Background: an optimization exercise with open tools, aiming at small area, a short achievable clock period and few clock cycles per item. Do not read the settings as production practice.
The RTL was checked by simulation tests, not by an equivalence proof against the original design.
The clock port is modelled as an ideal driver; clocking choices that lean on that would not hold on a real chip.
Power is estimated from default activity; no workload was simulated.

==> flow/design.v (excerpt) <==
module sp_octet_tiled
#(
   parameter int NUM_TG = 2,
   parameter int DW     = sp_octet_pkg::DW_DEF,
   parameter int KW     = 8
)
(
   input  logic                   clk,
   input  logic                   rstn,
   input  logic                   start,
   input  logic [KW-1:0]          k_steps,
   output logic                   busy,
   input  logic                   c_valid,
   output logic                   c_ready,
   input  logic [NUM_TG*4*DW-1:0] c_data,
   input  logic                   ab_valid,
   output logic                   ab_ready,
   input  logic [NUM_TG*4*DW-1:0] a_data,
   input  logic [NUM_TG*8-1:0]    idx_data,
   input  logic [8*DW-1:0]        b_data,
   output logic                   out_valid,
   input  logic                   out_ready,
   output logic [NUM_TG*4*DW-1:0] out_data
);
export LEC_CHECK = 0
export CAP_MARGIN = 20
export CORE_MARGIN = 2
export CORE_UTILIZATION = 60
export SLEW_MARGIN = 20
export SYNTH_HIERARCHICAL = 1
export SYNTH_MINIMUM_KEEP_SIZE = 0
export TNS_END_PERCENT = 10
create_clock -name core_clock -period 12.0 [get_ports {clk}]
standard.sh (not shown) runs the stock make flow with config.mk's settings and CLKGATE_MAP_FILE= SYNTH_SCRIPT=/design/flow/synth_recipe.tcl, a recipe that flattens the netlist after the stock synthesis.
==> flow/flow/run.sh <==
#!/bin/bash
# The standard layout (standard.sh: its synthesis, steps and constraints unchanged) with
# two settings of how the layout is made, read from flow/settings.txt:
#   SETUP_SLACK_MARGIN: ORFS's timing repair aims for this much setup slack at the design's
#     clock period, so it keeps improving the critical paths past what 12 ns needs.
#   BUFFER_PORTS_ARGS: the buffer cell that buffer_ports puts on every input and output port.
# Each tool's full output is in ORFS's log folder (orfs/logs/...); make's own output is kept in
# make.log here.
set -euo pipefail
source flow/settings.txt
bash standard.sh SETUP_SLACK_MARGIN="$MARGIN" BUFFER_PORTS_ARGS="-buffer_cell $PORT_BUF" finish > make.log 2>&1
==> flow/flow/settings.txt <==
MARGIN=8
PORT_BUF=sky130_fd_sc_hd__buf_1
Testbench counts at the start, summed over its fixed seeds: cycles 4,491, tiles 512.
Then changed:
==> flow/flow/settings.txt (replaced) <==
MARGIN=10
PORT_BUF=sky130_fd_sc_hd__buf_1
--- a/flow/config.mk
+++ b/flow/config.mk
@@ -8,7 +8,7 @@
 export CAP_MARGIN = 20
 export CORE_MARGIN = 2
-export CORE_UTILIZATION = 60
+export CORE_UTILIZATION = 40
+export CTS_BUF_LIST = sky130_fd_sc_hd__clkbuf_8
 export SLEW_MARGIN = 20
 export SYNTH_HIERARCHICAL = 1
 export SYNTH_MINIMUM_KEEP_SIZE = 0
-export TNS_END_PERCENT = 10
Wire length increases by about a fifth.
Die area increases by well over a third.
Utilization decreases by 13 points.
Cell count increases by about a fifth.
Count of clock-buffer cells in the layout increases by 65.
First-iteration DRC count increases by a few percent.
Worst setup slack is better by 0.11 ns.
Synthesized area stays the same.
Synthesized cell count does not change.
Via count increases by a little under a tenth.
Then changed:
==> flow/flow/run.sh (replaced) <==
#!/bin/bash
# The standard layout (standard.sh: its synthesis, steps and constraints unchanged) with
# settings of how the layout is made, read from flow/settings.txt:
#   MARGIN: SETUP_SLACK_MARGIN, the setup slack ORFS's timing repair aims for at the design's
#     clock period, so it keeps improving the critical paths past what 12 ns needs.
#   PORT_BUF: the buffer cell that buffer_ports puts on every input and output port.
#   CTS_ARGS: the arguments of clock_tree_synthesis.
# Each tool's full output is in ORFS's log folder (orfs/logs/...); make's own output is kept in
# make.log here.
set -euo pipefail
source flow/settings.txt
bash standard.sh SETUP_SLACK_MARGIN="$MARGIN" BUFFER_PORTS_ARGS="-buffer_cell $PORT_BUF" \
   CTS_ARGS="$CTS_ARGS" finish > make.log 2>&1
==> flow/flow/settings.txt (replaced) <==
MARGIN=8
PORT_BUF=sky130_fd_sc_hd__buf_1
CTS_ARGS="-sink_clustering_enable -repair_clock_nets -dont_use_dummy_load"
--- a/flow/config.mk
+++ b/flow/config.mk
@@ -8,6 +8,6 @@
 export CAP_MARGIN = 20
 export CORE_MARGIN = 2
-export CORE_UTILIZATION = 40
-export CTS_BUF_LIST = sky130_fd_sc_hd__clkbuf_8
+export CORE_UTILIZATION = 60
+export PLACE_DENSITY = 0.75
 export SLEW_MARGIN = 20
 export SYNTH_HIERARCHICAL = 1
Result: The new run completed with no timing, DRC or antenna violations; hold slack barely changes; total power fell by roughly a tenth; via count decreases by a few percent.

-- re-timing with driven ports --
No port has a modelled driver above. Below, the same layouts with a new extraction and two added sets of constraints. Step 1: set_driving_cell puts a clkbuf_16 on clk and a buf_2 on each other input, an assumption about the parent block. Step 2 times the ports against the registers' clock, not the clock port: input delays grow and output delays shrink by t, the midpoint of the rising clock arrivals with the driver on. Three values: ideal ports, drivers, drivers and shift; two values: the first two.
| run | shift t [ns] | setup slack, ns | clock arrival spread, ns | pins driven straight from the clock port |
|---|---|---|---|---|
| the first run | 0.820 | 7.935 / 7.894 / 7.260 | 0.053 / 0.053 | 1 |
| the second run | 1.044 | 8.040 / 7.961 / 7.188 | 0.069 / 0.068 | 1 |
| the third run | 0.775 | 7.990 / 8.034 / 7.277 | 0.072 / 0.072 | 1 |
After both steps setup and hold are still met in every run listed. The setup slack of the second run, which loses most, moves by -0.079 ns with the drivers and by -0.852 ns with both steps.
